Background: an optimization exercise with open tools, aiming at small area. Do not read the settings as production practice. The RTL was checked by simulation tests, not by an equivalence proof against the original design. Power figures rest on the tool's default switching activity, not on a simulated workload.

==> flow/design.v <==
module text_console #(
  parameter int COLS   = 20,
  parameter int ROWS   = 15,
  parameter int CHAR_W = 32,
  parameter int CHAR_H = 32
) (
  input  logic                      clk,
  input  logic                      rst_n,
  input  logic                      in_valid,
  input  logic [7:0]                in_char,
  output logic                      in_ready,
  input  logic                      clear,
  input  logic [9:0]                currentX,
  input  logic [9:0]                currentY,
  output logic [7:0]                char,
  output logic [9:0]                initialX,
  output logic [9:0]                initialY,
  output logic [$clog2(COLS)-1:0]   cursor_col,
  output logic [$clog2(ROWS)-1:0]   cursor_row,
  output logic                      busy
);
  localparam int CW    = $clog2(COLS);
  localparam int RW    = $clog2(ROWS);
  localparam int CELLS = COLS * ROWS;
  localparam int AW    = $clog2(CELLS);
  localparam int XSH   = $clog2(CHAR_W);
  localparam int YSH   = $clog2(CHAR_H);
  typedef enum logic [1:0] {IDLE, CLEAR, CLRROW} state_t;
  state_t          state, state_next;
  logic [AW-1:0]   fill_idx, fill_next;
  logic [CW-1:0]   col_next;
  logic [RW-1:0]   row_next;
  logic            adv_row;
  logic            mem_we;
  logic [AW-1:0]   mem_waddr;
  logic [7:0]      mem_wdata;
  logic [AW-1:0]   cur_addr;
  logic [7:0]      mem [CELLS];
  logic [9:0]      col_r, row_r;
  logic            in_range;
  logic [AW-1:0]   rd_addr;
  assign cur_addr = AW'(cursor_row) * AW'(COLS) + AW'(cursor_col);
  assign busy     = (state != IDLE);
  always_ff @(posedge clk or negedge rst_n) begin
    if (!rst_n) begin
      state      <= CLEAR;
      fill_idx   <= '0;
      cursor_col <= '0;
      cursor_row <= '0;
    end else begin
      state      <= state_next;
      fill_idx   <= fill_next;
      cursor_col <= col_next;
      cursor_row <= row_next;
    end
  end
  always_comb begin
    state_next = state;
    fill_next  = fill_idx;
    col_next   = cursor_col;
    row_next   = cursor_row;
    adv_row    = 1'b0;
    mem_we     = 1'b0;
    mem_waddr  = cur_addr;
    mem_wdata  = 8'h20;
    in_ready   = 1'b0;
    case (state)
      IDLE: begin
        in_ready = !clear;
        if (clear) begin
          state_next = CLEAR;
          fill_next  = '0;
          col_next   = '0;
          row_next   = '0;
        end else if (in_valid) begin
          if (in_char >= 8'h20 && in_char <= 8'h7E) begin
            mem_we    = 1'b1;
            mem_wdata = in_char;
            if (cursor_col < CW'(COLS - 1)) begin
              col_next = cursor_col + CW'(1);
            end else begin
              col_next = '0;
              adv_row  = 1'b1;
            end
          end else if (in_char == 8'h0A) begin
            col_next = '0;
            adv_row  = 1'b1;
          end else if (in_char == 8'h0D) begin
            col_next = '0;
          end else if (in_char == 8'h08 && cursor_col != '0) begin
            col_next  = cursor_col - CW'(1);
            mem_we    = 1'b1;
            mem_waddr = cur_addr - AW'(1);
          end
          if (adv_row) begin
            if (cursor_row < RW'(ROWS - 1)) begin
              row_next = cursor_row + RW'(1);
            end else begin
              row_next   = '0;
              state_next = CLRROW;
              fill_next  = '0;
            end
          end
        end
      end
      CLEAR: begin
        mem_we    = 1'b1;
        mem_waddr = fill_idx;
        if (fill_idx == AW'(CELLS - 1)) state_next = IDLE;
        else                             fill_next  = fill_idx + AW'(1);
      end
      CLRROW: begin
        mem_we    = 1'b1;
        mem_waddr = fill_idx;
        if (fill_idx == AW'(COLS - 1)) state_next = IDLE;
        else                            fill_next  = fill_idx + AW'(1);
      end
      default: ;
    endcase
  end
  always_ff @(posedge clk) begin
    if (mem_we) mem[mem_waddr] <= mem_wdata;
  end
  assign col_r    = currentX >> XSH;
  assign row_r    = currentY >> YSH;
  assign in_range = (col_r < 10'(COLS)) && (row_r < 10'(ROWS));
  assign rd_addr  = AW'(row_r) * AW'(COLS) + AW'(col_r);
  always_ff @(posedge clk or negedge rst_n) begin
    if (!rst_n) begin
      char     <= 8'h20;
      initialX <= '0;
      initialY <= '0;
    end else if (in_range) begin
      char     <= mem[rd_addr];
      initialX <= currentX & ~(10'(CHAR_W - 1));
      initialY <= currentY & ~(10'(CHAR_H - 1));
    end else begin
      char     <= 8'h20;
      initialX <= '0;
      initialY <= '0;
    end
  end
endmodule
==> flow/run.sh <==
#!/bin/bash
# synth_recipe.tcl (not shown) runs the flow's synth.tcl, then flattens the netlist and writes it again
# the make line also repeats each setting of config.mk as NAME=value (left out here)
make -C /OpenROAD-flow-scripts/flow DESIGN_CONFIG=/design/flow/config.mk WORK_HOME=/design/flow/orfs CLKGATE_MAP_FILE= SYNTH_SCRIPT=/design/flow/synth_recipe.tcl finish
==> flow/config.mk <==
export PLATFORM = sky130hd
export DESIGN_NAME = text_console
export DESIGN_NICKNAME = text_console
export VERILOG_FILES = /design/flow/design.v
export SDC_FILE = /design/flow/constraint.sdc
export NUM_CORES = 4
export LEC_CHECK = 0
export CAP_MARGIN = 20
export CORE_MARGIN = 2
export CORE_UTILIZATION = 40
export SLEW_MARGIN = 20
==> flow/constraint.sdc <==
create_clock -name core_clock -period 8.0 [get_ports {clk}]
set_input_delay 1.6000 -clock core_clock [delete_from_list [all_inputs] [get_ports {clk}]]
set_output_delay 1.6000 -clock core_clock [all_outputs]
set_load 0.01 [all_outputs]
==> reports/qor.yml <==
finalHoldViolations: 0
relSlewSlack: 0.2226
cap_viol_max_count: 0
final_area_sq_mm: 0.1100
gr-usage-all-layers: 0.2129
hpwl_mm: 163.0
path_cells: "clkdlybuf4s50_1, nor4_2, and3_1, nand4_1, mux2_2, a221o_1, nor4_1, nand2_1, nor2_1"
finalCritPeriodShare: 0.7650
via_per_inst: 5.766
outcome: "no timing/DRC/antenna violations"
vias: 50630
dr.pass1.iters: 5
grt_max_degree: 220
final_common_cell: "edfxtp_1"
crit_fanout: 16
portBuffers: 50
first_global_vias: 49960
mostFrequentLayoutCells: "edfxtp_1, mux4_2, mux2i_1"
synth_top_area_cell: "edfxtp_1"
die_area_sq_mm: 0.2459
critPathArrivalTime_ns: 6.59
fp.dieH_microns: 495.9
antenna_found_initial: 18
core_sq_mm: 0.2405
final_nets: 5462
synth_area_sq_mm: 0.09678
cts_resized: 0
critPathKind: "primary input to register"
critical_path.max_stage_delay_ns: 0.95
setup_viol: 0
num-fill-cells: 20400
holdCritPathClass: "register to register"
syn_inst: 4984
layout-drive-gt1-share: 0.1692
drc_errors: 0
grt_pass1_wl_mm: 373.1
yosysSeqAreaShare: 0.7545
cp-end-kind: "register"
htreeDepth: 4
wl_mm: 263.9
rsz0062_at_grt: "false"
p_per_area_mw_per_mm2: 256.8
postCtsHoldBufs: 0
syn_avg_cell_area_sq_um: 19.42
cts_made_buffers: 234
ys_seq_elements: 2438
netlist-cell-type-count: 73
worst_slew_pin_slew_ns: 1.163
rrSetupSlack_ns: 2.15
synth_edf_count: 2400
overflow: 0
worstPathRequired_ns: 8.47
leakage_uw: 0.03588
critical_path.top_delay_family: "simple AND/OR/NAND/NOR gates"
cp_slowest_cell: "nor4_1"
gp_congestion: 0.9097
synth_ff_type: "edfxtp_1"
skew_ns: 0.05882
wl_per_cell_microns: 30.05
synth_area_leaders: "edfxtp_1, mux4_2, mux2i_1"
min_period_ns: 6.120
tns_ns: 0
post_cts_buffers: 0
start_util: 0.4024
dr.first_iter.drc_count: 5546
slew_violations: 0
ios: 71
cts_tree: "done"
async_flop_share: 0.01559
cp_num_buf_inv: 1
clkSlewWorstSetupHoldPaths_ns: 0.07
syn2layout_area_growth_pct: 13.66
synth_top_area_share: 0.7447
crit_path_start_kind: "primary input"
dpl_cell_area_sq_mm: 0.1025
placementRows: 180
cts.sinks: 2438
fmax_mhz: 163.4
clockBufferDepth: 3
postRouteAntennaNets: 0
chipWidth_microns: 495.9
yosysWarnings: 1
vdd.ir_drop.worst_mv: 0.2324
insertion_delay_ns: 0.91
cts_root_buffer: "clkbuf_16"
-- routing by layer --
| layer | global-route usage | up-vias | part of all wire |
|---|---|---|---|
| li1 | - | 21140 | - |
| met1 | 0.2923 | 26740 | 0.40 |
| met2 | 0.3311 | 2267 | 0.46 |
| met3 | 0.04864 | 471 | 0.090 |
| met4 | 0.08294 | 12 | 0.041 |
| met5 | 0 | - | 0.00031 |
-- cells by family after synthesis --
family	synth area share
adders and majority gates	0.004060
and+or+nand+nor	0.03489
muxes	0.1466
buffers and inverters	0.01540
DFF	0.7545
xor gates and xnor gates	0.001448
other	0.00003875
AOI/OAI and AO/OA	0.04303
-- cells in the mapped netlist, types with 23 or more instances --
library cell	n
buf_2	93
o21ai_0	109
buf_4	37
o22ai_1	24
and2_1	23
buf_1	30
nand3_1	45
a221oi_1	137
mux4_2	449
dfrtp_1	36
ha_1	25
nor2_1	373
a22oi_1	43
clkbuf_1	154
nand2_1	139
o221ai_1	28
a21oi_1	82
a221o_1	43
nor3_1	53
mux2i_1	397
edfxtp_1	2400
-- worst register-to-register path, stage by stage (launching register included) --
cell and delay [ns]:
dfrtp_1 0.57, ha_1 0.32, ha_1 0.34, xor2_1 0.24, nor3_1 0.34, nand4_1 0.23, nor3_1 0.27, mux2_1 0.34
a222oi_1 0.78, nand3b_1 0.67, buf_4 0.51, nor2_1 0.85
-- stage by stage --
| step | hold WS, ns | utilization | std cells | setup slack (ns) | power, uW |
|---|---|---|---|---|---|
| floorplan | 0.4765 | - | 5294 | -0.2108 | 16240 |
| global placement | 0.4973 | 0.4262 | 8349 | 1.299 | 17610 |
| detailed placement | 0.5066 | 0.4263 | 8349 | 1.213 | 17640 |
| CTS | 0.5162 | 0.4572 | 8776 | 2.142 | 28340 |
| global route | 0.5472 | 0.4573 | 8778 | 1.730 | 28970 |
| finish | 0.5097 | 0.4573 | 8781 | 1.880 | 28250 |
-- power by group --
group	internal [uW]	total, uW	leakage, uW	switching, uW
Sequential	14100	14200	0.0226	87.0
Clock	6080	10800	0.00363	4740
Combinational	974	3210	0.00968	2240
Total	21200	28300	0.0359	7070
-- cell type report --
cell class                      instances  area [sq um]  area share
Antenna cell                            4         10.01  0.00009099
Clock buffer                          316          6421     0.05837
Clock inverter                        111          1016    0.009236
Inverter                               15         63.81   0.0005801
Multi-Input combinational cell       2527         23560      0.2142
Sequential cell                      2438         73020      0.6638
Tap cell                             3185          3985     0.03623
Timing Repair Buffer                  185          1924     0.01749
-- path summary, 6_finish.rpt --
path	startpoint	to	depth (start not counted)
worst max-delay path	in_char[7]	mem[281][6]$_DFFE_PP_	9
worst min-delay path	state[0]$_DFFE_PN1P_	state[0]$_DFFE_PN1P_	2
worst max register to register	cursor_row[2]$_DFFE_PN0P_	mem[258][1]$_DFFE_PP_	11
worst min register to register	state[0]$_DFFE_PN1P_	state[0]$_DFFE_PN1P_	2
max in group asynchronous	rst_n	initialX[5]$_DFF_PN0_	2
min in group asynchronous	rst_n	fill_idx[5]$_DFFE_PN0P_	2
-- flip-flops by register name, indices dropped and copies added (netlist names) --
register and cells:
initialY 5, state 2, cursor_col 5, initialX 5, mem 2400, cursor_row 4
char 8, fill_idx 9

==> static timing again, ports no longer ideal <==
The flow's constraints put no driver on any port. The routed layout listed below was extracted and timed again, unchanged, in two steps.
Step 1, drivers: a clkbuf_16 drives clk and a buf_2 each remaining input, both assumed.
Step 2 times the ports against the registers' clock, not the clock port: input delays grow and output delays shrink by t, the midpoint of the rising clock arrivals with the driver on.
Slacks: ideal ports / drivers / drivers and shift; pairs: ideal ports / drivers.
t (ns): 0.960
slack for setup (ns): 1.880 / 1.922 / 0.962
worst hold slack (ns): 0.510 / 0.510 / 0.510
latest minus earliest clock arrival (ns): 0.069 / 0.069
worst register clock-pin slew, ns: 0.07 / 0.07
After both steps this run still meets setup and hold. The setup slack of this run moves by +0.042 ns with the drivers and by -0.918 ns with both steps.
